This is an optimization exercise on Yosys and OpenROAD, whose aim is small area, not a production implementation. At most, simulation tests tie the RTL to the original design; equivalence was not proved. Only the layout flow was run in runs 1, 2 and 6; the RTL was not checked for function there. The flow treats the clock pin as an ideal source, which a real chip does not have. Power figures rest on the tool's default switching activity, not on a simulated workload.

## flow/design.v

```verilog
module face_erode #(
   parameter logic [11:0] H_DISP = 12'd480,
   parameter logic [11:0] V_DISP = 12'd272
) (
   input  logic        clk,
   input  logic        rst,
   input  logic        face_hsync,
   input  logic        face_vsync,
   input  logic [7:0]  face_data,
   input  logic        face_de,
   output logic        ero_hsync,
   output logic        ero_vsync,
   output logic [7:0]  ero_data,
   output logic        ero_de
);
   localparam int K  = 12;                   
   localparam int NB = int'(H_DISP) / K;    
   localparam int M  = 14;                   
   localparam logic [2:0] S_F0 = 3'd0, S_F1 = 3'd1, S_F2 = 3'd2,
                          S_Y2 = 3'd4, S_Y1 = 3'd5, S_Z2 = 3'd6, S_Z1 = 3'd7;
   logic [M-1:0] r_chain [NB-1];   
   logic [M-1:0] r_r;              
   logic [M-1:0] r_w;              
   logic [2:0]   r_sr;             
   logic [2:0]   r_sw;             
   logic [3:0]   r_ph;             
   logic [1:0]   r_row;            
   logic         r_b1;             
   logic         r_b2;             
   logic         r_e;
   logic         r_hs_d1;
   logic         r_vs_d1;
   logic         r_de_d1;
   logic         r_ero;
   logic         w_b;
   logic         w_r3;
   logic         w_first;
   logic         w_last;
   logic [M-1:0] c_f2;             
   logic [M-1:0] c_z2;             
   logic [M-1:0] c_f2f1;           
   logic [M-1:0] c_f2y2;           
   logic [2:0]   w_sr;
   logic [M-1:0] w_t1r;
   logic [M-1:0] w_t2r;
   logic         w_lt1;
   logic         w_lt2;
   logic [1:0]   w_lr;             
   logic [M-1:0] w_offr;
   logic [2:0]   w_srn;
   logic [2:0]   w_sw;
   logic [1:0]   w_lw;             
   logic [M-1:0] w_offw;
   logic [M-1:0] w_wn;
   logic [2:0]   w_swn;
   function automatic logic [2:0] next_state(input logic [2:0] s, input logic [1:0] l);
      case (s)
         S_F0:    next_state = (l == 2'd2) ? S_F2 : (l == 2'd1) ? S_F1 : S_F0;
         S_F1:    next_state = (l == 2'd2) ? S_F2 : (l == 2'd1) ? S_F1 : S_Z2;
         S_F2:    next_state = (l == 2'd2) ? S_F2 : (l == 2'd1) ? S_Y2 : S_Z2;
         S_Y2:    next_state = (l != 2'd0) ? S_Y1 : S_Z2;
         S_Y1:    next_state = (l != 2'd0) ? S_F1 : S_Z2;
         S_Z2:    next_state = S_Z1;
         default: next_state = S_F0;
      endcase
   endfunction
   assign w_b     = |face_data;
   assign w_r3    = w_b & r_b1 & r_b2;
   assign w_first = (r_ph == 4'd0);
   assign w_last  = (r_ph == 4'(K - 1));
   assign c_f2   = (r_ph == 4'd0) ? 14'd3652 :
                    (r_ph == 4'd1) ? 14'd1740 :
                    (r_ph == 4'd2) ? 14'd837 :
                    (r_ph == 4'd3) ? 14'd403 :
                    (r_ph == 4'd4) ? 14'd190 :
                    (r_ph == 4'd5) ? 14'd86 :
                    (r_ph == 4'd6) ? 14'd38 :
                    (r_ph == 4'd7) ? 14'd18 :
                    (r_ph == 4'd8) ? 14'd10 :
                    (r_ph == 4'd9) ? 14'd6 :
                    (r_ph == 4'd10) ? 14'd3 :
                    14'd1;
   assign c_z2   = (r_ph == 4'd0) ? 14'd1749 :
                    (r_ph == 4'd1) ? 14'd819 :
                    (r_ph == 4'd2) ? 14'd383 :
                    (r_ph == 4'd3) ? 14'd183 :
                    (r_ph == 4'd4) ? 14'd91 :
                    (r_ph == 4'd5) ? 14'd46 :
                    (r_ph == 4'd6) ? 14'd22 :
                    (r_ph == 4'd7) ? 14'd9 :
                    (r_ph == 4'd8) ? 14'd3 :
                    (r_ph == 4'd9) ? 14'd1 :
                    (r_ph == 4'd10) ? 14'd1 :
                    14'd1;
   assign c_f2f1 = (r_ph == 4'd0) ? 14'd8544 :
                    (r_ph == 4'd1) ? 14'd4073 :
                    (r_ph == 4'd2) ? 14'd1950 :
                    (r_ph == 4'd3) ? 14'd930 :
                    (r_ph == 4'd4) ? 14'd436 :
                    (r_ph == 4'd5) ? 14'd200 :
                    (r_ph == 4'd6) ? 14'd92 :
                    (r_ph == 4'd7) ? 14'd45 :
                    (r_ph == 4'd8) ? 14'd24 :
                    (r_ph == 4'd9) ? 14'd13 :
                    (r_ph == 4'd10) ? 14'd6 :
                    14'd2;
   assign c_f2y2 = (r_ph == 4'd0) ? 14'd5967 :
                    (r_ph == 4'd1) ? 14'd2833 :
                    (r_ph == 4'd2) ? 14'd1357 :
                    (r_ph == 4'd3) ? 14'd654 :
                    (r_ph == 4'd4) ? 14'd312 :
                    (r_ph == 4'd5) ? 14'd144 :
                    (r_ph == 4'd6) ? 14'd64 :
                    (r_ph == 4'd7) ? 14'd29 :
                    (r_ph == 4'd8) ? 14'd15 :
                    (r_ph == 4'd9) ? 14'd9 :
                    (r_ph == 4'd10) ? 14'd5 :
                    14'd2;
   assign w_sr  = w_first ? S_F0 : r_sr;
   assign w_t1r = !w_sr[2] ? c_f2 : c_z2;
   assign w_t2r = (w_sr == S_F2) ? c_f2y2 : c_f2f1;
   assign w_lt1 = (r_r < w_t1r);
   assign w_lt2 = (r_r < w_t2r);
   always_comb begin
      if (!w_sr[2]) begin
         w_lr   = w_lt1 ? 2'd2 : w_lt2 ? 2'd1 : 2'd0;
         w_offr = w_lt1 ? '0 : w_lt2 ? w_t1r : w_t2r;
      end else if (!w_sr[1]) begin
         w_lr   = w_lt1 ? 2'd0 : 2'd1;
         w_offr = w_lt1 ? '0 : w_t1r;
      end else begin
         w_lr   = 2'd0;
         w_offr = '0;
      end
   end
   assign w_srn = next_state(w_sr, w_lr);
   assign w_lw = w_r3 ? ((w_lr != 2'd0) ? 2'd2 : 2'd1) : 2'd0;
   assign w_sw = w_first ? S_F0 : r_sw;
   always_comb begin
      if (!w_sw[2]) begin
         w_offw = (w_lw == 2'd2) ? '0 : (w_lw == 2'd1) ? c_f2 :
                  (w_sw == S_F2) ? c_f2y2 : c_f2f1;
      end else if (!w_sw[1]) begin
         w_offw = (w_lw == 2'd0) ? '0 : c_z2;
      end else begin
         w_offw = '0;
      end
   end
   assign w_wn  = (w_first ? '0 : r_w) + w_offw;
   assign w_swn = next_state(w_sw, w_lw);
   always_ff @(posedge clk) begin
      if (face_de && w_last) begin
         r_chain[0] <= w_wn;
         for (int i = 1; i < NB - 1; i++) r_chain[i] <= r_chain[i-1];
      end
   end
   always_ff @(posedge clk) begin
      if (face_de) begin
         r_r  <= w_last ? r_chain[NB-2] : r_r - w_offr;
         r_w  <= w_wn;
         r_sr <= w_srn;
         r_sw <= w_swn;
      end
   end
   always_ff @(posedge clk or posedge rst) begin
      if (rst) begin
         r_ph    <= 4'd0;
         r_row   <= 2'd0;
         r_b1    <= 1'b0;
         r_b2    <= 1'b0;
         r_e     <= 1'b0;
         r_hs_d1 <= 1'b0;
         r_vs_d1 <= 1'b0;
         r_de_d1 <= 1'b0;
      end else begin
         if (face_de) r_ph <= w_last ? 4'd0 : r_ph + 4'd1;
         if (face_vsync && !r_vs_d1) r_row <= 2'd0;
         else if (r_de_d1 && !face_de && !r_row[1]) r_row <= r_row + 2'd1;
         r_b1    <= face_de & w_b;
         r_b2    <= face_de & r_b1;
         r_e     <= face_de & w_r3 & (w_lr == 2'd2) & r_row[1];
         r_hs_d1 <= face_hsync;
         r_vs_d1 <= face_vsync;
         r_de_d1 <= face_de;
      end
   end
   always_ff @(posedge clk or posedge rst) begin
      if (rst) begin
         ero_hsync <= 1'b0;
         ero_vsync <= 1'b0;
         ero_de    <= 1'b0;
         r_ero     <= 1'b0;
      end else begin
         ero_hsync <= r_hs_d1;
         ero_vsync <= r_vs_d1;
         ero_de    <= r_de_d1;
         r_ero     <= r_e;
      end
   end
   assign ero_data = {8{r_ero}};
endmodule
```

## flow/flow/run.sh

```bash
#!/bin/bash
# Standard layout, with CTS told not to add dummy loads, port buffers of the
# smallest buffer, and leaf clock buffers sized down to a clock-pin slew target
# after CTS (flow/leaf_size.tcl). Each tool's output goes to its own log here
# and under orfs/logs.
set -euo pipefail
export CTS_ARGS="-sink_clustering_enable -repair_clock_nets -dont_use_dummy_load -sink_clustering_size 22 -sink_clustering_max_diameter 35 -buf_list {sky130_fd_sc_hd__clkbuf_8}"
export BUFFER_PORTS_ARGS="-buffer_cell sky130_fd_sc_hd__buf_1"
export POST_CTS_TCL="$PWD/flow/leaf_size.tcl"
export LEAF_SLEW_TARGET_PS=116
bash standard.sh finish > standard_finish.log 2>&1
```

## flow/flow/leaf_size.tcl

```tcl
# POST_CTS hook: give each leaf clock buffer the smallest clkbuf size whose
# flip-flop clock pins all see a slew under the target (placement estimate).
set leaf_sizes {sky130_fd_sc_hd__clkbuf_1 sky130_fd_sc_hd__clkbuf_2 sky130_fd_sc_hd__clkbuf_4 sky130_fd_sc_hd__clkbuf_8 sky130_fd_sc_hd__clkbuf_16}
set target [expr {$::env(LEAF_SLEW_TARGET_PS) * 1e-12}]

proc pin_worst_slew {pin} {
  set w 0
  foreach e {rise fall} {
    foreach a {min max} {
      set s [sta::time_ui_sta [get_property $pin slew_${a}_$e]]
      if {$s > $w} { set w $s }
    }
  }
  return $w
}

proc leaf_sinks {inst} {
  set out [get_pins -of_objects $inst -filter "direction==output"]
  set net [get_nets -of_objects $out]
  set sinks {}
  foreach p [get_pins -of_objects $net -filter "direction==input"] {
    if {[get_property $p is_clock] || [string match */CLK [get_full_name $p]]} { lappend sinks $p }
  }
  return $sinks
}

proc worst_of {pins} {
  set w 0
  foreach p $pins { set s [pin_worst_slew $p]; if {$s > $w} { set w $s } }
  return $w
}

estimate_parasitics -placement
set leaves {}
foreach inst [get_cells *] {
  if {![string match "sky130_fd_sc_hd__clkbuf*" [get_property $inst ref_name]]} continue
  set sinks [leaf_sinks $inst]
  set ff 0
  foreach p $sinks { if {[string match */CLK [get_full_name $p]]} { incr ff } }
  if {$ff > 0} { lappend leaves [list $inst $sinks] }
}
puts "leaf_size: [llength $leaves] leaf clock buffers, target [expr {$target * 1e12}] ps"
for {set pass 0} {$pass < 3} {incr pass} {
  set changed 0
  foreach l $leaves {
    lassign $l inst sinks
    set name [get_full_name $inst]
    set cur [get_property $inst ref_name]
    set pick [lindex $leaf_sizes end]
    foreach m $leaf_sizes {
      replace_cell $name $m
      if {[worst_of $sinks] <= $target} { set pick $m; break }
    }
    replace_cell $name $pick
    if {$pick ne $cur} { incr changed }
  }
  set w 0
  foreach p [all_registers -clock_pins -edge_triggered] { set s [pin_worst_slew $p]; if {$s > $w} { set w $s } }
  puts "leaf_size: pass $pass changed $changed worst clock-pin slew [expr {$w * 1e12}] ps"
  if {$changed == 0} break
}
detailed_placement
estimate_parasitics -placement
set w 0
foreach p [all_registers -clock_pins -edge_triggered] { set s [pin_worst_slew $p]; if {$s > $w} { set w $s } }
puts "leaf_size: after legalisation worst clock-pin slew [expr {$w * 1e12}] ps"
report_worst_slack -min
report_worst_slack -max
```

## flow/standard.sh

```bash
#!/bin/bash
# synth_recipe.tcl (not shown) runs the flow's synth.tcl, then flattens the netlist and writes it again
# the make line also repeats each setting of config.mk as NAME=value (left out here)
make -C /OpenROAD-flow-scripts/flow DESIGN_CONFIG=/design/flow/config.mk WORK_HOME=/design/flow/orfs CLKGATE_MAP_FILE= SYNTH_SCRIPT=/design/flow/synth_recipe.tcl "${@:-finish}"
```

## flow/config.mk

```make
export PLATFORM = sky130hd
export DESIGN_NAME = face_erode
export DESIGN_NICKNAME = face_erode
export VERILOG_FILES = /design/flow/design.v
export SDC_FILE = /design/flow/constraint.sdc
export NUM_CORES = 4
export LEC_CHECK = 0
export ABC_AREA = 1
export CAP_MARGIN = 0
export CORE_MARGIN = 2
export CORE_UTILIZATION = 70
export PLACE_DENSITY = 0.8
export SLEW_MARGIN = 0
```

## flow/constraint.sdc

```tcl
create_clock -name core_clock -period 8.0 [get_ports {clk}]
set_input_delay 1.6000 -clock core_clock [delete_from_list [all_inputs] [get_ports {clk}]]
set_output_delay 1.6000 -clock core_clock [all_outputs]
set_load 0.01 [all_outputs]
```

==> run_results.csv, run 1 <==
group,metric,value,unit
run_status,status,"finished clean",
grt,grt_start_max_net_pins,216,
grt,grt_use_total,0.265,
grt,grt_pass1_vias,11100,
yosys,ys_types,51,
yosys,yosys_register_bits,596,
grt,grt_remaining_overflow,0,
yosys,synthFlopType,"edfxtp_1",
drt,wire_per_inst,23.8,um
floorplanning,start_util,0.710,
cts,clock_latency,620,ps
layout,drive_gt1_frac,0.0910,
floorplanning,die_h,180,um
timing,min_period,7510,ps
yosys,synth_area,21700,um^2
yosys,async_reset_ff_frac,0.0268,
run,cap_viol_max_count,0,
drt,drt_iter0_drc,1370,
placement,dpl.hpwl,27100,um
power_and_ir_drop,p_per_area,391,nW/um^2
layout,fin_util,0.750,
yosys,yosysMostFrequentCell,"edfxtp_1",
floorplanning,die_area,32400,um^2
placement,port_buffers,23,
worst_setup_path,crit_required,8370,ps
floorplanning,die-width,180,um
timing,report.final.slew_viol_count,0,
yosys,post-synth-top-area-cell,"edfxtp_1",
layout,syn2layout_area_growth,5.71,%
yosys,synth_edf_count,580,
timing,relSlewSlack,0.246,
yosys,syn_avg_cell_area,16.7,um^2
timing,finalCritPeriodShare,0.939,
cts,cts_num_sinks,596,
yosys,ys_top_cells_by_area,"edfxtp_1, ha_1, nand2_1",
drt,drc,0,
power_and_ir_drop,vdd_drop_max,396,uV
cts,cts_tree,"built",
drt,vias,11000,
yosys,synth_top_area_share,0.802,
worst_setup_path,cp_slowest_stage_delay,470,ps
timing,hold_ws,362,ps
worst_setup_path,cp-start-kind,"flop",
drt,wl,42500,um
yosys,synthTopCellsByCount,"edfxtp_1, nand2_1, inv_1",
grt,grt_pass1_wl,63800,um
power_and_ir_drop,p_leak,8.00,nW
worst_setup_path,critPathArrivalTime,7890,ps
floorplanning,boundaryPins,24,
timing,rsz0062_at_grt,"false",
layout,fillers,1681,
floorplanning,core-area,30600,um^2
timing,hold_viol,0,
yosys,ys_warn_count,2,
layout,layout.nets,1458,
worst_setup_path,critPathKind,"reg -> reg",
drt,antenna_left,0,
placement,place.gp.congestion,0.974,
timing,tightest_slew,1130,ps
timing,max_clock_freq,133,MHz
worst_setup_path,end_kind,"flop",
cts,path_clk_slew,110,ps
timing,setup_viol_count_final,0,
hold_path,min_path_type,"reg -> reg",
drt,dr.pass1.iters,6,
yosys,ys_seq_area_frac,0.820,
grt,antenna_found_initial,1,
worst_setup_path,slowest_stage,"ha_1",
floorplanning,rows,64,
yosys,synth_cells,1302,
worst_setup_path,cp_max_fo,23,
drt,via_per_inst,6.20,
timing,finClkSkew,100,ps
[stage by stage]
step | power [W] | cell area (um^2) | setup WS, ps | instances | TNS (ps)
after detailed placement | 0.00746 | 22300 | 332 | 1708 | 0
after global routing | 0.00945 | 23000 | 29.6 | 1780 | 0
after global placement | 0.00725 | 22300 | 963 | 1708 | 0
after floorplan | 0.00646 | 21700 | -2130 | 1303 | -1162820
final | 0.00898 | 23000 | 485 | 1781 | 0
[flip-flops by register name, indices dropped and copies added, names as in the netlist, 2 cells and up]
name	cells
r_chain	546
r_ph	4
r_r	14
r_row	2
r_sr	3
r_sw	3
r_w	14
[logic make-up (layout without fill, tap and decap cells)]
family	after synthesis	in the layout	synth area share
simple gates	326	326	0.0668
buf+inv	128	209	0.0250
xor+xnor	15	15	0.00605
other cells	2	4	0.000346
compound gates	176	176	0.0466
flops	596	596	0.820
fa+ha+maj	59	59	0.0347
[report_power, final]
group          switching [W]  internal, W
sequential          0.000163      0.00389
clock               0.000899     0.000507
combinational        0.00242      0.00110
total                0.00348      0.00550
[critical path, delay by kind of cell, from the launching register on]
| kind | cells | cell delay, ps |
|---|---|---|
| adders and majority gates | 4 | 1300 |
| and+or+nand+nor | 7 | 740 |
| xor gates and xnor gates | 1 | 360 |
| buffers and inverters | 6 | 1140 |
| AOI/OAI and AO/OA | 17 | 3290 |
| DFF | 1 | 420 |
[final cells by class]
cell class	count	area [um^2]	area share
antenna	1	2.50	0.000109
multi-input combinational	579	3380	0.147
inverter	103	394	0.0172
timing repair buffer	37	218	0.00948
tap	396	495	0.0216
clock buffer	69	646	0.0281
sequential	596	17800	0.776
[final timing paths]
path / startpoint / cells after the start / endpoint / slack [ps]
max in group asynchronous: rst / 2 / ero_hsync$_DFF_PP0_ / 6540
worst max register to register: r_ph[0]$_DFFE_PP0P_ / 35 / r_chain[0][13]$_DFFE_PP_ / 490
min in group asynchronous: rst / 2 / r_de_d1$_DFF_PP0_ / 1010
worst max-delay path: r_ph[0]$_DFFE_PP0P_ / 35 / r_chain[0][13]$_DFFE_PP_ / 490
worst min register to register: r_e$_DFF_PP0_ / 0 / r_ero$_DFF_PP0_ / 360
worst min-delay path: r_e$_DFF_PP0_ / 0 / r_ero$_DFF_PP0_ / 360
[layout by cell type (no fill, tap or decap), types with 3 or more instances in the layout]
| cell type | n |
|---|---|
| buf_1 | 22 |
| nand4_1 | 6 |
| or2_2 | 5 |
| nand2_1 | 170 |
| nor2_4 | 4 |
| o21ai_2 | 3 |
| nand2_2 | 5 |
| xor2_1 | 11 |
| o2111ai_1 | 3 |
| nor2_2 | 3 |
| nor3_1 | 7 |
| a31oi_1 | 13 |
| clkbuf_8 | 28 |
| nand3_1 | 43 |
| xnor2_1 | 4 |
| nor4_1 | 4 |
| clkbuf_4 | 24 |
| o31ai_1 | 5 |
| o21ai_1 | 11 |
| nor2_1 | 66 |
| dfrtp_1 | 16 |
| inv_1 | 93 |
| a211oi_1 | 5 |
| buf_4 | 12 |
| nand3_2 | 8 |
| o21ai_0 | 59 |
| conb_1 | 3 |
| o22ai_1 | 6 |
| edfxtp_1 | 580 |
| o211ai_1 | 4 |
| clkbuf_2 | 14 |
| inv_2 | 7 |
| a21oi_1 | 53 |
| nand2_4 | 3 |
| clkbuf_1 | 4 |
| ha_1 | 57 |
[per-layer routing]
metal / GRT usage / up-vias / part of all wire
li1: - / 4913 / -
met1: 0.363 / 5359 / 0.40
met2: 0.432 / 617 / 0.48
met3: 0.0447 / 159 / 0.075
met4: 0.112 / 0 / 0.046
met5: 0 / - / 0
==> run 2: changes to the inputs <==
--- a/flow/design.v
+++ b/flow/design.v
@@ -13,9 +13,9 @@
    output logic [7:0]  ero_data,
    output logic        ero_de
 );
-   localparam int K  = 12;                   
+   localparam int K  = 8;                   
    localparam int NB = int'(H_DISP) / K;    
-   localparam int M  = 14;                   
+   localparam int M  = 10;                   
    localparam logic [2:0] S_F0 = 3'd0, S_F1 = 3'd1, S_F2 = 3'd2,
                           S_Y2 = 3'd4, S_Y1 = 3'd5, S_Z2 = 3'd6, S_Z1 = 3'd7;
    logic [M-1:0] r_chain [NB-1];   
@@ -68,54 +68,38 @@
    assign w_r3    = w_b & r_b1 & r_b2;
    assign w_first = (r_ph == 4'd0);
    assign w_last  = (r_ph == 4'(K - 1));
-   assign c_f2   = (r_ph == 4'd0) ? 14'd3652 :
-                    (r_ph == 4'd1) ? 14'd1740 :
-                    (r_ph == 4'd2) ? 14'd837 :
-                    (r_ph == 4'd3) ? 14'd403 :
-                    (r_ph == 4'd4) ? 14'd190 :
-                    (r_ph == 4'd5) ? 14'd86 :
-                    (r_ph == 4'd6) ? 14'd38 :
-                    (r_ph == 4'd7) ? 14'd18 :
-                    (r_ph == 4'd8) ? 14'd10 :
-                    (r_ph == 4'd9) ? 14'd6 :
-                    (r_ph == 4'd10) ? 14'd3 :
-                    14'd1;
-   assign c_z2   = (r_ph == 4'd0) ? 14'd1749 :
-                    (r_ph == 4'd1) ? 14'd819 :
-                    (r_ph == 4'd2) ? 14'd383 :
-                    (r_ph == 4'd3) ? 14'd183 :
-                    (r_ph == 4'd4) ? 14'd91 :
-                    (r_ph == 4'd5) ? 14'd46 :
-                    (r_ph == 4'd6) ? 14'd22 :
-                    (r_ph == 4'd7) ? 14'd9 :
-                    (r_ph == 4'd8) ? 14'd3 :
-                    (r_ph == 4'd9) ? 14'd1 :
-                    (r_ph == 4'd10) ? 14'd1 :
-                    14'd1;
-   assign c_f2f1 = (r_ph == 4'd0) ? 14'd8544 :
-                    (r_ph == 4'd1) ? 14'd4073 :
-                    (r_ph == 4'd2) ? 14'd1950 :
-                    (r_ph == 4'd3) ? 14'd930 :
-                    (r_ph == 4'd4) ? 14'd436 :
-                    (r_ph == 4'd5) ? 14'd200 :
-                    (r_ph == 4'd6) ? 14'd92 :
-                    (r_ph == 4'd7) ? 14'd45 :
-                    (r_ph == 4'd8) ? 14'd24 :
-                    (r_ph == 4'd9) ? 14'd13 :
-                    (r_ph == 4'd10) ? 14'd6 :
-                    14'd2;
-   assign c_f2y2 = (r_ph == 4'd0) ? 14'd5967 :
-                    (r_ph == 4'd1) ? 14'd2833 :
-                    (r_ph == 4'd2) ? 14'd1357 :
-                    (r_ph == 4'd3) ? 14'd654 :
-                    (r_ph == 4'd4) ? 14'd312 :
-                    (r_ph == 4'd5) ? 14'd144 :
-                    (r_ph == 4'd6) ? 14'd64 :
-                    (r_ph == 4'd7) ? 14'd29 :
-                    (r_ph == 4'd8) ? 14'd15 :
-                    (r_ph == 4'd9) ? 14'd9 :
-                    (r_ph == 4'd10) ? 14'd5 :
-                    14'd2;
+   assign c_f2   = (r_ph == 4'd0) ? 10'd190 :
+                    (r_ph == 4'd1) ? 10'd86 :
+                    (r_ph == 4'd2) ? 10'd38 :
+                    (r_ph == 4'd3) ? 10'd18 :
+                    (r_ph == 4'd4) ? 10'd10 :
+                    (r_ph == 4'd5) ? 10'd6 :
+                    (r_ph == 4'd6) ? 10'd3 :
+                    10'd1;
+   assign c_z2   = (r_ph == 4'd0) ? 10'd91 :
+                    (r_ph == 4'd1) ? 10'd46 :
+                    (r_ph == 4'd2) ? 10'd22 :
+                    (r_ph == 4'd3) ? 10'd9 :
+                    (r_ph == 4'd4) ? 10'd3 :
+                    (r_ph == 4'd5) ? 10'd1 :
+                    (r_ph == 4'd6) ? 10'd1 :
+                    10'd1;
+   assign c_f2f1 = (r_ph == 4'd0) ? 10'd436 :
+                    (r_ph == 4'd1) ? 10'd200 :
+                    (r_ph == 4'd2) ? 10'd92 :
+                    (r_ph == 4'd3) ? 10'd45 :
+                    (r_ph == 4'd4) ? 10'd24 :
+                    (r_ph == 4'd5) ? 10'd13 :
+                    (r_ph == 4'd6) ? 10'd6 :
+                    10'd2;
+   assign c_f2y2 = (r_ph == 4'd0) ? 10'd312 :
+                    (r_ph == 4'd1) ? 10'd144 :
+                    (r_ph == 4'd2) ? 10'd64 :
+                    (r_ph == 4'd3) ? 10'd29 :
+                    (r_ph == 4'd4) ? 10'd15 :
+                    (r_ph == 4'd5) ? 10'd9 :
+                    (r_ph == 4'd6) ? 10'd5 :
+                    10'd2;
    assign w_sr  = w_first ? S_F0 : r_sr;
    assign w_t1r = !w_sr[2] ? c_f2 : c_z2;
    assign w_t2r = (w_sr == S_F2) ? c_f2y2 : c_f2f1;
--- a/flow/flow/run.sh
+++ b/flow/flow/run.sh
@@ -7,5 +7,5 @@
 export CTS_ARGS="-sink_clustering_enable -repair_clock_nets -dont_use_dummy_load -sink_clustering_size 22 -sink_clustering_max_diameter 35 -buf_list {sky130_fd_sc_hd__clkbuf_8}"
 export BUFFER_PORTS_ARGS="-buffer_cell sky130_fd_sc_hd__buf_1"
 export POST_CTS_TCL="$PWD/flow/leaf_size.tcl"
-export LEAF_SLEW_TARGET_PS=116
+export LEAF_SLEW_TARGET_PS=110
 bash standard.sh finish > standard_finish.log 2>&1
==> run 2 against run 1 <==
  * Critical path depth grew 2
  * Clock-buffer cell count rose by 2
  * Hold slack got worse by 71 ps
  * Critical path type unchanged
==> run_results.csv, run 2 <==
group,metric,value,unit
run_status,status,"finished clean",
floorplanning,core-area,30500,um^2
layout,design_area,23000,um^2
drt,drt_iter0_drc,867,
power_and_ir_drop,p_leak,7.40,nW
hold_path,worst_hold_path.endpoint,"r_ero$_DFF_PP0_",
yosys,syn_avg_cell_area,19.4,um^2
worst_setup_path,path_common_cell,"nand2_1",
run,cap_viol_max_count,0,
placement,dpl_cell_area,22300,um^2
grt,grt_pass1_vias,9215,
timing,finClkSkew,89.2,ps
timing,finalCritPeriodShare,0.823,
placement,port_buffers,23,
yosys,post-synth-top-area-cell,"edfxtp_1",
drt,via_per_inst,5.77,
placement,dpl.hpwl,19600,um
cts,clock_latency,600,ps
grt,grt_start_max_net_pins,216,
worst_setup_path,reg2reg_to,"r_chain[0][8]$_DFFE_PP_",
power_and_ir_drop,p_per_area,337,nW/um^2
layout,reg.largest.list,"r_chain (590), r_r (10), r_w (10)",
floorplanning,die_h,180,um
worst_setup_path,end_kind,"flop",
worst_setup_path,critPathKind,"reg -> reg",
grt,antenna_found_initial,0,
floorplanning,die-width,180,um
drt,wire_per_inst,20.8,um
timing,max_clock_freq,152,MHz
yosys,ys_warn_count,2,
yosys,ys_top_cells_by_area,"edfxtp_1, ha_1, nand2_1",
cts,cts_tree,"built",
layout,syn2layout_area_growth,6.05,%
grt,grt_use_total,0.208,
worst_setup_path,cp_slowest_stage_delay,580,ps
yosys,yosysMostFrequentCell,"edfxtp_1",
hold_path,hp-start,"r_e$_DFF_PP0_",
worst_setup_path,cp-start-kind,"flop",
layout,layout.cells.non_filler,1597,
layout,regMostFlops,"r_chain",
yosys,synth_edf_count,616,
yosys,synthFlopType,"edfxtp_1",
worst_setup_path,crit_required,8320,ps
yosys,synthTopCellsByCount,"edfxtp_1, nand2_1, inv_1",
timing,relSlewSlack,0.286,
drt,drc,0,
timing,setup_viol_count_final,0,
floorplanning,boundaryPins,24,
yosys,async_reset_ff_frac,0.0253,
hold_path,holdPathStages,0,
drt,antenna_left,0,
worst_setup_path,rrSetupSlack,1420,ps
power_and_ir_drop,pwr-share-comb,0.266,
yosys,synth_area,21700,um^2
timing,tns,0,ps
worst_setup_path,cp_max_fo,10,
power_and_ir_drop,power_switching,0.00245,W
placement,place.gp.congestion,0.909,
placement,dp.cells,1526,
timing,hold_viol,0,
worst_setup_path,critPathTopFamily,"compound AO/OA/AOI/OAI gates",
power_and_ir_drop,seq_power_share,0.543,
power_and_ir_drop,clockPowerShare,0.191,
hold_path,min_path_type,"reg -> reg",
grt,grt_pass1_wl,50900,um
grt,grt_remaining_overflow,0,
worst_setup_path,slowest_stage,"a21oi_1",
timing,min_period,6580,ps
timing,hold_ws,291,ps
worst_setup_path,cp_num_buf_inv,5,
layout,largest_reg_flops,590,
drt,vias,9218,
layout,final_cell_mix,"edfxtp_1, nand2_1, inv_1, nor2_1, ha_1",
drt,wl,33300,um
yosys,synth_top_area_share,0.854,
yosys,synth_cells,1116,
timing,rsz0062_at_grt,"false",
power_and_ir_drop,p_int,0.00529,W
floorplanning,die_area,32400,um^2
drt,dr.pass1.iters,6,
layout,layout.nets,1259,
yosys,ys_seq_area_frac,0.872,
yosys,yosys_register_bits,632,
floorplanning,rows,64,
layout,final_common_cell,"edfxtp_1",
worst_setup_path,rr_worst_depth,37,
yosys,ys_types,45,
timing,tightest_slew,1070,ps
timing,report.final.slew_viol_count,0,
power_and_ir_drop,vdd_drop_max,205,uV
worst_setup_path,crit-reg2reg-launch,"r_ph[0]$_DFFE_PP0P_",
power_and_ir_drop,switching_share,0.316,
cts,cts_num_sinks,632,
worst_setup_path,critPathArrivalTime,6910,ps
layout,drive_gt1_frac,0.0949,
floorplanning,start_util,0.710,
layout,antenna-diode-count,0,
layout,fin_util,0.753,
cts,path_clk_slew,100,ps
-- run 2: cell types whose count changed after synthesis, moves of 8 or more --
cell / change
inv_1: -30
nor2_1: -18
nand3_1: -8
a31oi_1: -10
ha_1: -16
a21oi_1: -21
o21ai_0: -22
nand2_1: -63
nand3_2: -8
edfxtp_1: +36
-- run 2: how the worst max path moves through the flow --
| stage | from | end | depth (start not counted) |
|---|---|---|---|
| after floorplan | face_de | r_chain[0][0]$_DFFE_PP_ | 2 |
| after global placement | r_ph[0]$_DFFE_PP0P_ | r_chain[0][8]$_DFFE_PP_ | 37 |
| after detailed placement | r_ph[0]$_DFFE_PP0P_ | r_w[8]$_DFFE_PP_ | 37 |
| after global routing | r_ph[0]$_DFFE_PP0P_ | r_chain[0][8]$_DFFE_PP_ | 37 |
| final | r_ph[0]$_DFFE_PP0P_ | r_chain[0][8]$_DFFE_PP_ | 37 |
-- run 2: cell type report --
cell class              instances  area, um^2
clock buffers                  71         714
well taps                     396         495
flip-flops and latches        632       18900
fillers                      1579        7530
repair buffers                 28         163
inverters                      73         277
multi-input cells             397        2430
-- run 2: cells by family (layout without fill, tap and decap cells) --
group | count (synthesis) | after routing | share of synthesized area
and+or+nand+nor | 238 | 238 | 0.0533
adders and majority gates | 43 | 43 | 0.0255
AOI/OAI and AO/OA | 102 | 102 | 0.0267
DFF | 632 | 632 | 0.872
xor gates and xnor gates | 14 | 14 | 0.00566
buffers and inverters | 87 | 172 | 0.0167
-- run 2: metal layers --
metal  part of all wire  vias up  wire length (um)  track usage
li1                   -     4305                 -            -
met1               0.46     4596             15300        0.313
met2               0.46      252             15400        0.319
met3              0.052       65              1730       0.0411
met4              0.024        0               811       0.0650
met5                  0        -                 0            0
-- run 2: power groups by stage --
stage | Clock, W | Sequential [W] | Combinational, W
floorplan | 0 | 0.00429 | 0.00146
global placement | 0 | 0.00426 | 0.00192
detailed placement | 0 | 0.00427 | 0.00200
global route | 0.00166 | 0.00423 | 0.00230
finish | 0.00148 | 0.00421 | 0.00206
-- run 2: metrics by stage --
step                      total power, W  worst slack [ps]
after floorplan                  0.00575             -2790
after global placement           0.00618              1870
after detailed placement         0.00628              1570
after global routing             0.00818               867
final                            0.00774              1420
-- run 2: worst reg2reg max path, delay by kind of cell (launching register included) --
family          cells  cell delay, ps
flops               1             420
fa+ha+maj           5            1660
xor+xnor            1             130
simple gates       15            1320
compound gates     11            2150
buf+inv             5             600
==> run 3: changes to the inputs <==
--- a/flow/design.v
+++ b/flow/design.v
@@ -13,9 +13,9 @@
    output logic [7:0]  ero_data,
    output logic        ero_de
 );
-   localparam int K  = 8;                   
+   localparam int K  = 10;                   
    localparam int NB = int'(H_DISP) / K;    
-   localparam int M  = 10;                   
+   localparam int M  = 12;                   
    localparam logic [2:0] S_F0 = 3'd0, S_F1 = 3'd1, S_F2 = 3'd2,
                           S_Y2 = 3'd4, S_Y1 = 3'd5, S_Z2 = 3'd6, S_Z1 = 3'd7;
    logic [M-1:0] r_chain [NB-1];   
@@ -68,38 +68,46 @@
    assign w_r3    = w_b & r_b1 & r_b2;
    assign w_first = (r_ph == 4'd0);
    assign w_last  = (r_ph == 4'(K - 1));
-   assign c_f2   = (r_ph == 4'd0) ? 10'd190 :
-                    (r_ph == 4'd1) ? 10'd86 :
-                    (r_ph == 4'd2) ? 10'd38 :
-                    (r_ph == 4'd3) ? 10'd18 :
-                    (r_ph == 4'd4) ? 10'd10 :
-                    (r_ph == 4'd5) ? 10'd6 :
-                    (r_ph == 4'd6) ? 10'd3 :
-                    10'd1;
-   assign c_z2   = (r_ph == 4'd0) ? 10'd91 :
-                    (r_ph == 4'd1) ? 10'd46 :
-                    (r_ph == 4'd2) ? 10'd22 :
-                    (r_ph == 4'd3) ? 10'd9 :
-                    (r_ph == 4'd4) ? 10'd3 :
-                    (r_ph == 4'd5) ? 10'd1 :
-                    (r_ph == 4'd6) ? 10'd1 :
-                    10'd1;
-   assign c_f2f1 = (r_ph == 4'd0) ? 10'd436 :
-                    (r_ph == 4'd1) ? 10'd200 :
-                    (r_ph == 4'd2) ? 10'd92 :
-                    (r_ph == 4'd3) ? 10'd45 :
-                    (r_ph == 4'd4) ? 10'd24 :
-                    (r_ph == 4'd5) ? 10'd13 :
-                    (r_ph == 4'd6) ? 10'd6 :
-                    10'd2;
-   assign c_f2y2 = (r_ph == 4'd0) ? 10'd312 :
-                    (r_ph == 4'd1) ? 10'd144 :
-                    (r_ph == 4'd2) ? 10'd64 :
-                    (r_ph == 4'd3) ? 10'd29 :
-                    (r_ph == 4'd4) ? 10'd15 :
-                    (r_ph == 4'd5) ? 10'd9 :
-                    (r_ph == 4'd6) ? 10'd5 :
-                    10'd2;
+   assign c_f2   = (r_ph == 4'd0) ? 12'd837 :
+                    (r_ph == 4'd1) ? 12'd403 :
+                    (r_ph == 4'd2) ? 12'd190 :
+                    (r_ph == 4'd3) ? 12'd86 :
+                    (r_ph == 4'd4) ? 12'd38 :
+                    (r_ph == 4'd5) ? 12'd18 :
+                    (r_ph == 4'd6) ? 12'd10 :
+                    (r_ph == 4'd7) ? 12'd6 :
+                    (r_ph == 4'd8) ? 12'd3 :
+                    12'd1;
+   assign c_z2   = (r_ph == 4'd0) ? 12'd383 :
+                    (r_ph == 4'd1) ? 12'd183 :
+                    (r_ph == 4'd2) ? 12'd91 :
+                    (r_ph == 4'd3) ? 12'd46 :
+                    (r_ph == 4'd4) ? 12'd22 :
+                    (r_ph == 4'd5) ? 12'd9 :
+                    (r_ph == 4'd6) ? 12'd3 :
+                    (r_ph == 4'd7) ? 12'd1 :
+                    (r_ph == 4'd8) ? 12'd1 :
+                    12'd1;
+   assign c_f2f1 = (r_ph == 4'd0) ? 12'd1950 :
+                    (r_ph == 4'd1) ? 12'd930 :
+                    (r_ph == 4'd2) ? 12'd436 :
+                    (r_ph == 4'd3) ? 12'd200 :
+                    (r_ph == 4'd4) ? 12'd92 :
+                    (r_ph == 4'd5) ? 12'd45 :
+                    (r_ph == 4'd6) ? 12'd24 :
+                    (r_ph == 4'd7) ? 12'd13 :
+                    (r_ph == 4'd8) ? 12'd6 :
+                    12'd2;
+   assign c_f2y2 = (r_ph == 4'd0) ? 12'd1357 :
+                    (r_ph == 4'd1) ? 12'd654 :
+                    (r_ph == 4'd2) ? 12'd312 :
+                    (r_ph == 4'd3) ? 12'd144 :
+                    (r_ph == 4'd4) ? 12'd64 :
+                    (r_ph == 4'd5) ? 12'd29 :
+                    (r_ph == 4'd6) ? 12'd15 :
+                    (r_ph == 4'd7) ? 12'd9 :
+                    (r_ph == 4'd8) ? 12'd5 :
+                    12'd2;
    assign w_sr  = w_first ? S_F0 : r_sr;
    assign w_t1r = !w_sr[2] ? c_f2 : c_z2;
    assign w_t2r = (w_sr == S_F2) ? c_f2y2 : c_f2f1;
==> flow/flow/run.sh (replaced) <==
#!/bin/bash
# Standard layout, with CTS told not to add dummy loads, port buffers of the
# smallest buffer, and leaf clock buffers sized down to a clock-pin slew target
# after CTS (flow/leaf_size.tcl). Each tool's output goes to its own log here
# and under orfs/logs.
set -euo pipefail
export CTS_ARGS="-sink_clustering_enable -repair_clock_nets -dont_use_dummy_load -sink_clustering_size 28 -sink_clustering_max_diameter 45 -buf_list {sky130_fd_sc_hd__clkbuf_8}"
export BUFFER_PORTS_ARGS="-buffer_cell sky130_fd_sc_hd__buf_1"
export POST_CTS_TCL="$PWD/flow/leaf_size.tcl"
export LEAF_SLEW_TARGET_PS=110
bash standard.sh finish > standard_finish.log 2>&1
==> run 3 against run 2 <==
  * Still clean on timing, DRC and antenna
  * Final cell count grew 1.6%
  * Maximum frequency down 0.72%
  * Clock skew decreased by 21 ps
  * Sequential power hardly changed
  * Highest routed layer unchanged
==> run_results.csv, run 3 <==
group,metric,value,unit
yosys,ys_seq_area_frac,0.853,
floorplanning,rows,63,
worst_setup_path,critPathArrivalTime,7020,ps
timing,hold_viol,0,
cts,path_clk_slew,90,ps
worst_setup_path,crit-reg2reg-launch,"r_ph[3]$_DFFE_PP0P_",
grt,met3_usage,0.0424,
yosys,yosys_register_bits,610,
worst_setup_path,rrSetupSlack,1370,ps
grt,grt_busiest_layer,"met2",
layout,layout.nets,1295,
drt,wl,35700,um
drt,drc,0,
timing,finalCritPeriodShare,0.829,
run_status,status,"finished clean",
power_and_ir_drop,p_leak,7.64,nW
layout,final_common_cell,"edfxtp_1",
yosys,ys_types,47,
drt,via_per_inst,5.93,
floorplanning,boundaryPins,24,
layout,antenna-diode-count,0,
drt,vias,9629,
cts,cts_num_sinks,610,
grt,grt_use_total,0.233,
grt,grt_start_max_net_pins,193,
worst_setup_path,critPathKind,"reg -> reg",
timing,setup_viol_count_final,0,
power_and_ir_drop,pwr-share-comb,0.304,
worst_setup_path,slowest_stage,"dfrtp_1",
floorplanning,die_h,179,um
hold_path,worst_hold_path.endpoint,"ero_hsync$_DFF_PP0_",
drt,antenna_left,0,
floorplanning,die_area,32000,um^2
grt,antenna_found_initial,1,
power_and_ir_drop,vdd_drop_max,304,uV
worst_setup_path,crit_required,8400,ps
layout,largest_reg_flops,564,
timing,rsz0062_at_grt,"false",
power_and_ir_drop,seq_power_share,0.523,
yosys,synth_cells,1176,
hold_path,hp-start,"r_hs_d1$_DFF_PP0_",
worst_setup_path,cp_max_fo,9,
yosys,syn_avg_cell_area,18.2,um^2
power_and_ir_drop,p_int,0.00534,W
placement,port_buffers,23,
drt,drt_iter0_drc,1170,
cts,cts_tree,"built",
worst_setup_path,path_common_cell,"inv_1",
worst_setup_path,cp-start-kind,"flop",
grt,grtUsageMet1,0.334,
floorplanning,core-area,29900,um^2
yosys,synth_area,21400,um^2
yosys,async_reset_ff_frac,0.0262,
layout,final_cell_mix,"edfxtp_1, nand2_1, inv_1, nor2_1, ha_1",
layout,syn2layout_area_growth,5.72,%
yosys,ys_warn_count,2,
yosys,post-synth-top-area-cell,"edfxtp_1",
yosys,synthFlopType,"edfxtp_1",
layout,reg.largest.list,"r_chain (564), r_r (12), r_w (12)",
power_and_ir_drop,switching_share,0.335,
drt,wire_per_inst,22.0,um
timing,relSlewSlack,0.352,
drt,dr.pass1.iters,5,
worst_setup_path,cp_slowest_stage_delay,490,ps
timing,finClkSkew,68.1,ps
run,cap_viol_max_count,0,
hold_path,holdPathStages,0,
yosys,synth_edf_count,594,
worst_setup_path,rr_worst_depth,33,
layout,fillers,1571,
layout,drive_gt1_frac,0.0665,
worst_setup_path,crit_path_start,"r_ph[3]$_DFFE_PP0P_",
placement,dpl.hpwl,21600,um
timing,max_clock_freq,151,MHz
layout,regMostFlops,"r_chain",
yosys,yosysMostFrequentCell,"edfxtp_1",
grt,grt_pass1_vias,9467,
power_and_ir_drop,total_power,0.00803,W
yosys,synth_top_area_share,0.834,
layout,fin_util,0.757,
yosys,synthTopCellsByCount,"edfxtp_1, nand2_1, inv_1",
power_and_ir_drop,clockPowerShare,0.173,
timing,min_period,6630,ps
power_and_ir_drop,p_per_area,355,nW/um^2
floorplanning,die-width,179,um
floorplanning,start_util,0.716,
yosys,ys_top_cells_by_area,"edfxtp_1, ha_1, nand2_1",
placement,place.gp.congestion,0.877,
worst_setup_path,end_kind,"flop",
timing,tightest_slew,971,ps
hold_path,min_path_type,"reg -> reg",
worst_setup_path,reg2reg_to,"r_chain[0][11]$_DFFE_PP_",
grt,grt_pass1_wl,54200,um
timing,report.final.slew_viol_count,0,
cts,clock_latency,590,ps
grt,met2_usage,0.372,
power_and_ir_drop,power_switching,0.00269,W
timing,tns,0,ps
grt,grt_remaining_overflow,0,
==> run 3: changes by cell type after synthesis, moves of 6 or more <==
cell      previous run  this run
edfxtp_1           616       594
nand2_1            108       134
a21oi_1             32        44
nor2_1              49        60
nand4_1              5        16
inv_1               63        83
o21ai_1              9         2
nand3b_1             6         0
==> run 3: worst max-delay path, delay by kind of cell (launching register included) <==
family                     cells  cell delay [ps]
xor gates and xnor gates       1              250
and+or+nand+nor               11             1410
buffers and inverters          7             1040
DFF                            1              490
adders and majority gates      3              900
AOI/OAI and AO/OA             11             2350
==> run 3: routing by layer <==
layer  part of all wire  wire length [um]  up-vias
met3              0.069              2470       74
met4              0.030              1060        0
met2               0.48             17100      400
li1                   -                 -     4441
met5                  0                 0        -
met1               0.42             15100     4714
==> run 3: worst max-delay path by stage <==
stage	to	slack (ps)	depth (start not counted)
5_1_grt	r_chain[0][11]$_DFFE_PP_	680	33
3_5_place_dp	r_chain[0][11]$_DFFE_PP_	1540	33
3_3_place_gp	r_chain[0][11]$_DFFE_PP_	1970	33
2_1_floorplan	r_chain[0][0]$_DFFE_PP_	-2500	2
6_report	r_chain[0][11]$_DFFE_PP_	1370	33
==> run 3: power groups by stage <==
stage | sequential (W) | combinational, W | clock, W
finish | 0.00420 | 0.00244 | 0.00139
global route | 0.00423 | 0.00268 | 0.00154
detailed placement | 0.00426 | 0.00235 | 0
global placement | 0.00424 | 0.00224 | 0
floorplan | 0.00427 | 0.00169 | 0
==> run 3: final cells by class <==
class / instances / area, um^2 / area share
Multi-Input combinational cell: 461 / 2710 / 0.120
Clock buffer: 43 / 639 / 0.0283
Timing Repair Buffer: 30 / 190 / 0.00841
Inverter: 89 / 337 / 0.0149
Sequential cell: 610 / 18200 / 0.807
Tap cell: 390 / 488 / 0.0216
==> run 3: kinds of logic after synthesis <==
kind of cell / after synthesis / share of synthesized area
AOI/OAI and AO/OA: 121 / 0.0324
DFF: 610 / 0.853
and+or+nand+nor: 277 / 0.0592
xor gates and xnor gates: 16 / 0.00655
buffers and inverters: 105 / 0.0205
adders and majority gates: 47 / 0.0282
==> run 3: stage by stage <==
stage,hold slack (ps),area [um^2],instances,setup slack [ps]
finish,349,22600,1623,1370
floorplan,331,21400,1176,-2500
global placement,332,22000,1580,1970
global route,368,22600,1623,683
detailed placement,335,22000,1580,1540
==> run 4: changes to the inputs <==
==> flow/flow/run.sh (replaced) <==
#!/bin/bash
# Standard layout, with CTS told not to add dummy loads, port buffers of the
# smallest buffer, and leaf clock buffers sized down to a clock-pin slew target
# after CTS (flow/leaf_size.tcl). Each tool's output goes to its own log here
# and under orfs/logs.
set -euo pipefail
export CTS_ARGS="-sink_clustering_enable -repair_clock_nets -dont_use_dummy_load -sink_clustering_size 22 -sink_clustering_max_diameter 35 -buf_list {sky130_fd_sc_hd__clkbuf_8}"
export BUFFER_PORTS_ARGS="-buffer_cell sky130_fd_sc_hd__buf_1"
export POST_CTS_TCL="$PWD/flow/leaf_size.tcl"
export LEAF_SLEW_TARGET_PS=114
bash standard.sh finish > standard_finish.log 2>&1
==> run 4 against run 3 <==
  * Area after synthesis is the same
  * Largest cell class unchanged
  * Setup slack better by 94 ps
  * Cell area is 0.12% higher
==> run_results.csv, run 4 <==
group,metric,value,unit
run_status,status,"finished clean",
timing,setup_ws,1470,ps
drt,via_per_inst,5.92,
floorplanning,die_h,179,um
layout,layout.nets,1323,
layout,layout.cells.non_filler,1651,
yosys,ys_types,47,
power_and_ir_drop,p_per_area,355,nW/um^2
hold_path,min_path_type,"reg -> reg",
yosys,post-synth-top-area-cell,"edfxtp_1",
layout,largest_reg_flops,564,
yosys,ys_warn_count,2,
worst_setup_path,crit-reg2reg-launch,"r_ph[3]$_DFFE_PP0P_",
timing,min_period,6530,ps
timing,rsz0062_at_grt,"false",
floorplanning,start_util,0.716,
timing,finClkSkew,83.3,ps
placement,port_buffers,23,
worst_setup_path,critPathArrivalTime,6920,ps
floorplanning,boundaryPins,24,
layout,final_cell_mix,"edfxtp_1, nand2_1, inv_1, nor2_1, ha_1",
yosys,synthFlopType,"edfxtp_1",
timing,report.final.slew_viol_count,0,
worst_setup_path,cp_max_fo,9,
floorplanning,die_area,32000,um^2
yosys,yosysMostFrequentCell,"edfxtp_1",
power_and_ir_drop,vdd_drop_max,394,uV
layout,reg.largest.list,"r_chain (564), r_r (12), r_w (12)",
yosys,syn_avg_cell_area,18.2,um^2
worst_setup_path,crit_required,8380,ps
yosys,synth_area,21400,um^2
timing,tightest_slew,948,ps
placement,place.gp.congestion,0.877,
layout,regMostFlops,"r_chain",
worst_setup_path,cp_slowest_stage_delay,470,ps
hold_path,hp-start,"r_hs_d1$_DFF_PP0_",
yosys,synthTopCellsByCount,"edfxtp_1, nand2_1, inv_1",
worst_setup_path,rrSetupSlack,1470,ps
cts,path_clk_slew,70,ps
cts,clock_latency,590,ps
placement,dp.cells,1580,
floorplanning,core-area,29900,um^2
timing,hold_ws,349,ps
grt,grt_start_max_net_pins,193,
worst_setup_path,reg2reg_to,"r_chain[0][11]$_DFFE_PP_",
placement,dpl.hpwl,21600,um
yosys,synth_edf_count,594,
drt,dr.pass1.iters,6,
worst_setup_path,critPathKind,"reg -> reg",
drt,wl,35200,um
grt,antenna_found_initial,0,
drt,vias,9771,
cts,cts_num_sinks,610,
timing,max_clock_freq,153,MHz
yosys,async_reset_ff_frac,0.0262,
floorplanning,die-width,179,um
drt,drc,0,
timing,hold_viol,0,
worst_setup_path,cp-start-kind,"flop",
yosys,synth_top_area_share,0.834,
power_and_ir_drop,p_leak,7.70,nW
yosys,ys_top_cells_by_area,"edfxtp_1, ha_1, nand2_1",
layout,syn2layout_area_growth,5.85,%
worst_setup_path,end_kind,"flop",
worst_setup_path,path_common_cell,"inv_1",
grt,grt_remaining_overflow,0,
placement,pre_cts_slack,1540,ps
worst_setup_path,slowest_stage,"dfrtp_1",
timing,finalCritPeriodShare,0.817,
run,cap_viol_max_count,0,
grt,grt_pass1_vias,9601,
timing,relSlewSlack,0.368,
layout,drive_gt1_frac,0.0872,
cts,cts_tree,"built",
grt,grt_pass1_wl,53700,um
yosys,yosys_register_bits,610,
timing,setup_viol_count_final,0,
hold_path,worst_hold_path.endpoint,"ero_hsync$_DFF_PP0_",
layout,final_common_cell,"edfxtp_1",
grt,grt_use_total,0.231,
hold_path,holdPathStages,0,
drt,drt_iter0_drc,1169,
layout,antenna-diode-count,0,
worst_setup_path,rr_worst_depth,33,
drt,antenna_left,0,
drt,wire_per_inst,21.3,um
floorplanning,rows,63,
yosys,ys_seq_area_frac,0.853,
yosys,synth_cells,1176,
-- run 4: cell counts after synthesis --
No cell type changed its count.
-- run 4: logic make-up after synthesis --
| family | share of synthesized area |
|---|---|
| simple gates | 0.0592 |
| buf+inv | 0.0205 |
| compound gates | 0.0324 |
| flops | 0.853 |
| fa+ha+maj | 0.0282 |
| xor+xnor | 0.00655 |
-- run 4: worst max path at each step --
stage	start	endpoint	slack, ps	depth (start not counted)
5_1_grt	r_ph[3]$_DFFE_PP0P_	r_chain[0][11]$_DFFE_PP_	760	33
3_5_place_dp	r_ph[3]$_DFFE_PP0P_	r_chain[0][11]$_DFFE_PP_	1540	33
3_3_place_gp	r_ph[3]$_DFFE_PP0P_	r_chain[0][11]$_DFFE_PP_	1970	33
2_1_floorplan	face_de	r_chain[0][0]$_DFFE_PP_	-2500	2
6_report	r_ph[3]$_DFFE_PP0P_	r_chain[0][11]$_DFFE_PP_	1470	33
-- run 4: per-layer routing --
| layer | vias to the layer above | wire, um | track usage |
|---|---|---|---|
| met3 | 111 | 2200 | 0.0441 |
| met1 | 4762 | 15100 | 0.332 |
| met4 | 0 | 1110 | 0.0874 |
| met2 | 378 | 16800 | 0.360 |
| met5 | - | 0 | 0 |
| li1 | 4520 | - | - |
-- run 4: power breakdown --
part	switching (W)	internal [W]
Sequential	0.000167	0.00403
Combinational	0.00165	0.000775
Clock	0.000878	0.000525
-- run 4: layout make-up --
| cell class | count | area (um^2) |
|---|---|---|
| sequential | 610 | 18200 |
| fill | 1590 | 7250 |
| multi-input combinational | 461 | 2710 |
| clock buffer | 71 | 667 |
| tap | 390 | 488 |
| inverter | 89 | 337 |
| timing repair buffer | 30 | 190 |
-- run 4: worst max-delay path, delay by kind of cell (launching register included) --
kind | cells | cell delay [ps]
and+or+nand+nor | 11 | 1400
buffers and inverters | 7 | 1020
adders and majority gates | 3 | 890
AOI/OAI and AO/OA | 11 | 2290
DFF | 1 | 470
xor gates and xnor gates | 1 | 250
-- run 4: stage by stage --
stage / TNS [ps] / utilization / total power [W] / instance area [um^2]
floorplan: -1412510 / - / 0.00596 / 21400
global placement: 0 / 0.735 / 0.00648 / 22000
detailed placement: 0 / 0.735 / 0.00661 / 22000
global route: 0 / 0.757 / 0.00848 / 22600
finish: 0 / 0.757 / 0.00803 / 22600
==> run 5: changes to the inputs <==
--- a/flow/flow/run.sh
+++ b/flow/flow/run.sh
@@ -7,5 +7,5 @@
 export CTS_ARGS="-sink_clustering_enable -repair_clock_nets -dont_use_dummy_load -sink_clustering_size 22 -sink_clustering_max_diameter 35 -buf_list {sky130_fd_sc_hd__clkbuf_8}"
 export BUFFER_PORTS_ARGS="-buffer_cell sky130_fd_sc_hd__buf_1"
 export POST_CTS_TCL="$PWD/flow/leaf_size.tcl"
-export LEAF_SLEW_TARGET_PS=114
+export LEAF_SLEW_TARGET_PS=110
 bash standard.sh finish > standard_finish.log 2>&1
==> run 5 against run 4 <==
  * Still clean
  * Maximum frequency decreased by 0.46%
  * Global-route usage unchanged
  * Register-to-register slack worse by 30 ps
  * Sequential share of layout area down 0.062 points
  * Via count is 0.80% lower
  * Hold slack hardly changed
  * Combinational power hardly changed
  * Clock-buffer cell count did not move
  * Die area did not move
  * Largest cell class unchanged
  * Largest power group unchanged
==> run_results.csv, run 5 <==
group,metric,value,unit
worst_setup_path,rrSetupSlack,1440,ps
layout,antenna-diode-count,0,
grt,grt_use_total,0.231,
worst_setup_path,critPathKind,"reg -> reg",
layout,layout.nets,1323,
layout,reg.largest.list,"r_chain (564), r_r (12), r_w (12)",
placement,port_buffers,23,
grt,antenna_found_initial,0,
yosys,syn_avg_cell_area,18.2,um^2
timing,setup_viol_count_final,0,
drt,drc,0,
yosys,yosys_register_bits,610,
yosys,ys_warn_count,2,
timing,report.final.slew_viol_count,0,
yosys,synth_area,21400,um^2
run,cap_viol_max_count,0,
timing,finClkSkew,81.5,ps
yosys,synth_cells,1176,
layout,regMostFlops,"r_chain",
drt,vias,9693,
floorplanning,rows,63,
timing,rsz0062_at_grt,"false",
power_and_ir_drop,vdd_drop_max,393,uV
timing,hold_viol,0,
worst_setup_path,cp-start-kind,"flop",
yosys,synthFlopType,"edfxtp_1",
power_and_ir_drop,pwr-share-comb,0.302,
layout,final_common_cell,"edfxtp_1",
yosys,async_reset_ff_frac,0.0262,
worst_setup_path,end_kind,"flop",
timing,max_clock_freq,152,MHz
grt,grt_pass1_wl,53700,um
grt,grt_remaining_overflow,0,
worst_setup_path,critPathArrivalTime,6950,ps
worst_setup_path,reg2reg_to,"r_chain[0][11]$_DFFE_PP_",
cts,cts_num_sinks,610,
drt,via_per_inst,5.87,
layout,syn2layout_area_growth,5.93,%
drt,wl,35200,um
power_and_ir_drop,seq_power_share,0.522,
cts,clock_latency,580,ps
worst_setup_path,path_common_cell,"inv_1",
drt,antenna_left,0,
drt,dr.pass1.iters,6,
placement,dpl.hpwl,21600,um
yosys,yosysMostFrequentCell,"edfxtp_1",
worst_setup_path,cp_slowest_stage_delay,470,ps
power_and_ir_drop,switching_share,0.335,
power_and_ir_drop,total_power,0.00805,W
timing,relSlewSlack,0.366,
yosys,ys_top_cells_by_area,"edfxtp_1, ha_1, nand2_1",
floorplanning,die_area,32000,um^2
floorplanning,boundaryPins,24,
layout,fin_util,0.758,
worst_setup_path,crit_path_start,"r_ph[3]$_DFFE_PP0P_",
floorplanning,core-area,29900,um^2
power_and_ir_drop,p_int,0.00535,W
layout,drive_gt1_frac,0.0872,
timing,min_period,6560,ps
worst_setup_path,rr_worst_depth,33,
drt,wire_per_inst,21.3,um
worst_setup_path,crit-reg2reg-launch,"r_ph[3]$_DFFE_PP0P_",
yosys,synthTopCellsByCount,"edfxtp_1, nand2_1, inv_1",
worst_setup_path,endpoint,"r_chain[0][11]$_DFFE_PP_",
cts,path_clk_slew,70,ps
yosys,synth_edf_count,594,
timing,tightest_slew,951,ps
yosys,ys_types,47,
power_and_ir_drop,p_leak,7.70,nW
placement,place.gp.congestion,0.877,
timing,finalCritPeriodShare,0.821,
worst_setup_path,cp_max_fo,9,
grt,grt_start_max_net_pins,193,
floorplanning,die-width,179,um
floorplanning,die_h,179,um
floorplanning,start_util,0.716,
drt,drt_iter0_drc,1196,
run_status,status,"finished clean",
worst_setup_path,crit_required,8390,ps
hold_path,min_path_type,"reg -> reg",
layout,largest_reg_flops,564,
power_and_ir_drop,power_switching,0.00270,W
grt,grt_pass1_vias,9601,
yosys,synth_top_area_share,0.834,
yosys,ys_seq_area_frac,0.853,
power_and_ir_drop,clockPowerShare,0.176,
yosys,post-synth-top-area-cell,"edfxtp_1",
power_and_ir_drop,p_per_area,355,nW/um^2
worst_setup_path,slowest_stage,"dfrtp_1",
layout,final_cell_mix,"edfxtp_1, nand2_1, inv_1, nor2_1, ha_1",
cts,cts_tree,"built",
## run 5: cell types whose count changed in the layout (fill, tap and decap cells not counted)
cell	change
clkbuf_8	+2
clkbuf_2	-2
## run 5: area by class of cell
type	instances	area (um^2)
multi-input combinational	461	2710
fill	1584	7230
timing repair buffer	30	190
tap	390	488
inverter	89	337
clock buffer	71	684
sequential	610	18200
## run 5: how the worst min path moves through the flow
stage	start	end	cells past startpoint
detailed placement	r_hs_d1$_DFF_PP0_	ero_hsync$_DFF_PP0_	0
global placement	r_hs_d1$_DFF_PP0_	ero_hsync$_DFF_PP0_	0
global route	r_hs_d1$_DFF_PP0_	ero_hsync$_DFF_PP0_	0
floorplan	r_hs_d1$_DFF_PP0_	ero_hsync$_DFF_PP0_	0
finish	r_hs_d1$_DFF_PP0_	ero_hsync$_DFF_PP0_	0
## run 5: power groups by stage
stage | sequential, W | combinational [W] | clock (W)
after global placement | 0.00424 | 0.00224 | 0
after floorplan | 0.00427 | 0.00169 | 0
after global routing | 0.00423 | 0.00267 | 0.00160
final | 0.00420 | 0.00243 | 0.00142
after detailed placement | 0.00426 | 0.00235 | 0
## run 5: cell families (layout without fill, tap and decap cells)
kind of cell,Yosys count,in the layout,synth area share
buf+inv,105,190,0.0205
compound gates,121,121,0.0324
xor+xnor,16,16,0.00655
fa+ha+maj,47,47,0.0282
simple gates,277,277,0.0592
flops,610,610,0.853
## run 5: metrics by stage
step           cell area [um^2]  hold slack (ps)  TNS [ps]  cells  setup slack (ps)
6_report                  22600              349         0   1651              1440
2_1_floorplan             21400              331  -1412510   1176             -2500
5_1_grt                   22600              368         0   1651               760
3_5_place_dp              22000              335         0   1580              1540
3_3_place_gp              22000              332         0   1580              1970
## run 5: worst max-delay path, delay by kind of cell, from the launching register on
family          cells  cell delay (ps)
compound gates     11             2310
buf+inv             7             1030
fa+ha+maj           3              900
flops               1              470
simple gates       11             1410
xor+xnor            1              240
## run 5: per-layer routing
layer	vias up	track usage	part of all wire
met5	-	0	0
met4	0	0.0874	0.029
met3	94	0.0441	0.067
met2	380	0.360	0.47
met1	4708	0.332	0.43
li1	4511	-	-
==> run 6: changes to the inputs <==
--- a/flow/design.v
+++ b/flow/design.v
@@ -147,12 +147,12 @@
       end
    end
    always_ff @(posedge clk) begin
-      if (face_de) begin
-         r_r  <= w_last ? r_chain[NB-2] : r_r - w_offr;
-         r_w  <= w_wn;
-         r_sr <= w_srn;
-         r_sw <= w_swn;
-      end
+      if (face_de) r_r <= w_last ? r_chain[NB-2] : r_r - w_offr;
+   end
+   always_ff @(posedge clk) begin
+      r_w  <= w_wn;
+      r_sr <= w_srn;
+      r_sw <= w_swn;
    end
    always_ff @(posedge clk or posedge rst) begin
       if (rst) begin
==> flow/flow/run.sh (replaced) <==
#!/bin/bash
# Standard layout, with CTS told not to add dummy loads, port buffers of the
# smallest buffer, and leaf clock buffers sized down to a clock-pin slew target
# after CTS (flow/leaf_size.tcl). Each tool's output goes to its own log here
# and under orfs/logs.
set -euo pipefail
export CTS_ARGS="-sink_clustering_enable -repair_clock_nets -dont_use_dummy_load -sink_clustering_size 34 -sink_clustering_max_diameter 55 -buf_list {sky130_fd_sc_hd__clkbuf_8}"
export BUFFER_PORTS_ARGS="-buffer_cell sky130_fd_sc_hd__buf_1"
export POST_CTS_TCL="$PWD/flow/leaf_size.tcl"
export LEAF_SLEW_TARGET_PS=110
bash standard.sh finish > standard_finish.log 2>&1
==> run 6 against run 5 <==
  * Hold slack gained 16 ps
  * Clock skew decreased by 9.0 ps
  * Setup slack lost 670 ps
  * Cell area shrank 1.1%
  * First-iteration DRC count increased by 11%
  * Largest power group unchanged
  * Still clean
  * Register-to-register slack lost 670 ps
  * Die area shrank 0.95%
==> run_results.csv, run 6 <==
group,metric,value,unit
yosys,post-synth-top-area-cell,"edfxtp_1",
drt,drt_iter0_drc,1331,
drt,drc,0,
placement,dp.cells,1584,
run_status,status,"finished clean",
worst_setup_path,cp_max_fo,11,
worst_setup_path,cp_slowest_stage_delay,560,ps
drt,vias,10000,
worst_setup_path,critPathKind,"reg -> reg",
worst_setup_path,end_kind,"flop",
yosys,synth_area,21200,um^2
grt,grt_pass1_vias,9975,
yosys,ys_top_cells_by_area,"edfxtp_1, ha_1, nand2_1",
worst_setup_path,critPathTopFamily,"simple AND/OR/NAND/NOR gates",
drt,drt-met1-wl,15700,um
cts,path_clk_slew,80,ps
cts,cts_tree,"built",
cts,clock_latency,600,ps
timing,finalCritPeriodShare,0.905,
cts,cts_num_sinks,610,
worst_setup_path,cp_num_buf_inv,4,
timing,report.final.slew_viol_count,0,
timing,max_clock_freq,138,MHz
layout,fin_util,0.754,
layout,layout.cells.non_filler,1621,
yosys,async_reset_ff_frac,0.0262,
yosys,synth_top_area_share,0.817,
timing,setup_ws,761,ps
yosys,ys_types,48,
layout,antenna-diode-count,0,
floorplanning,core-area,29700,um^2
yosys,synthTopCellsByCount,"edfxtp_1, nand2_1, nor2_1",
worst_setup_path,crit_required,8370,ps
timing,min_period,7240,ps
placement,port_buffers,23,
drt,top_layer,"met4",
placement,place.gp.congestion,0.904,
yosys,synthFlopType,"edfxtp_1",
yosys,ys_warn_count,2,
yosys,syn_avg_cell_area,17.9,um^2
layout,final_cell_mix,"edfxtp_1, nand2_1, nor2_1, inv_1, nand3_1",
timing,finClkSkew,72.5,ps
layout,reg.largest.list,"r_chain (564), r_r (12), r_w (12)",
yosys,yosys_register_bits,610,
yosys,synth_edf_count,576,
grt,antenna_found_initial,0,
drt,dr.pass1.iters,6,
drt,antenna_left,0,
layout,syn2layout_area_growth,5.83,%
hold_path,min_path_type,"reg -> reg",
worst_setup_path,critPathArrivalTime,7600,ps
timing,hold_viol,0,
yosys,ys_seq_area_frac,0.853,
timing,tightest_slew,1160,ps
power_and_ir_drop,vdd_drop_max,323,uV
layout,largest_reg_flops,564,
run,cap_viol_max_count,0,
placement,dpl.hpwl,25500,um
timing,setup_viol_count_final,0,
drt,dr_wl_met3,2880,um
layout,layout.nets,1293,
power_and_ir_drop,p_per_area,371,nW/um^2
timing,rsz0062_at_grt,"false",
layout,final_common_cell,"edfxtp_1",
floorplanning,start_util,0.712,
yosys,yosysMostFrequentCell,"edfxtp_1",
drt,wl,41400,um
timing,relSlewSlack,0.224,
floorplanning,die_h,178,um
timing,tns,0,ps
drt,wire_per_inst,25.6,um
layout,regMostFlops,"r_chain",
floorplanning,boundaryPins,24,
power_and_ir_drop,total_power,0.00831,W
floorplanning,rows,63,
grt,grt_use_total,0.268,
layout,drive_gt1_frac,0.0561,
drt,via_per_inst,6.19,
drt,wl_met2,21000,um
floorplanning,die_area,31700,um^2
floorplanning,die-width,178,um
worst_setup_path,path_common_cell,"nor2_1",
worst_setup_path,cp-start-kind,"flop",
power_and_ir_drop,p_leak,7.59,nW
grt,grt_remaining_overflow,0,
placement,pre_cts_slack,805,ps
grt,grt_pass1_wl,60500,um
grt,grt_start_max_net_pins,162,
yosys,synth_cells,1181,
worst_setup_path,slowest_stage,"dfrtp_1",
-- run 6: metrics by stage --
| stage | cell area, um^2 | hold WS, ps |
|---|---|---|
| after floorplan | 21200 | 331 |
| after global placement | 21800 | 333 |
| after detailed placement | 21800 | 335 |
| after global routing | 22400 | 375 |
| final | 22400 | 365 |
-- run 6: area by class of cell --
type,count,area (um^2)
clock buffer,37,639
inverter,77,289
sequential,610,18100
fill,1581,7310
multi-input combinational,477,2730
timing repair buffer,30,201
tap,390,488
-- run 6: final timing paths --
check                                    start  slack [ps]                  endpoint  cells past startpoint
min in group asynchronous                  rst        1100          ero_de$_DFF_PP0_                      2
max in group asynchronous                  rst        6480            r_b1$_DFF_PP0_                      2
max reg2reg                r_ph[0]$_DFFE_PP0P_         760  r_chain[0][10]$_DFFE_PP_                     33
min reg2reg                  r_hs_d1$_DFF_PP0_         370       ero_hsync$_DFF_PP0_                      0
max                        r_ph[0]$_DFFE_PP0P_         760  r_chain[0][10]$_DFFE_PP_                     33
min                          r_hs_d1$_DFF_PP0_         370       ero_hsync$_DFF_PP0_                      0
-- run 6: power breakdown --
| group | switching, W | internal (W) |
|---|---|---|
| clock | 0.000879 | 0.000549 |
| sequential | 0.000191 | 0.00399 |
| combinational | 0.00190 | 0.000806 |
-- run 6: kinds of logic after synthesis --
| kind of cell | Yosys count | share of synthesized area |
|---|---|---|
| xor+xnor | 17 | 0.00703 |
| buf+inv | 94 | 0.0189 |
| compound gates | 114 | 0.0304 |
| simple gates | 299 | 0.0622 |
| flops | 610 | 0.853 |
| fa+ha+maj | 47 | 0.0285 |
-- run 6: worst register-to-register path: cells and delay by family, from the launching register on --
kind	cells	cell delay, ps
buffers and inverters	4	580
AOI/OAI and AO/OA	9	1710
xor gates and xnor gates	1	240
DFF	1	560
adders and majority gates	4	1350
and+or+nand+nor	15	2620
-- run 6: per-layer routing --
metal	GRT usage	vias to the layer above
met5	0	-
li1	-	4417
met1	0.347	4947
met3	0.0467	125
met4	0.110	0
met2	0.457	538

-- separate check: timing with driven ports --
In the flow no input, the clock included, has a driving cell. The finished layouts below were timed again as built, in two steps.
Step 1 sets driving cells, clkbuf_16 on the clock port and buf_2 on the other inputs (assumed; they add their load-dependent delay and slew).
Step 2 also shifts input and output timing later by t, the mid clock arrival at the registers, as if the neighbouring blocks saw the same clock.
Slacks: ideal / step 1 / step 2; pairs: ideal / step 1.
run	t (ns)	setup WS [ns]	hold slack, ns	worst data-port slew with drivers (ns)	cell pins on the clock port's net
run 1	0.612	0.485 / 0.485 / 0.485	0.362 / 0.362 / 0.362	0.06	1
run 2	0.603	1.419 / 1.419 / 1.419	0.291 / 0.291 / 0.291	0.04	1
run 3	0.609	1.371 / 1.371 / 1.371	0.349 / 0.349 / 0.349	0.05	1
run 4	0.596	1.466 / 1.466 / 1.466	0.349 / 0.349 / 0.349	0.05	1
run 5	0.596	1.436 / 1.436 / 1.436	0.349 / 0.349 / 0.349	0.05	1
run 6	0.605	0.761 / 0.761 / 0.761	0.365 / 0.365 / 0.365	0.03	1
After both steps setup and hold are still met in every run listed.
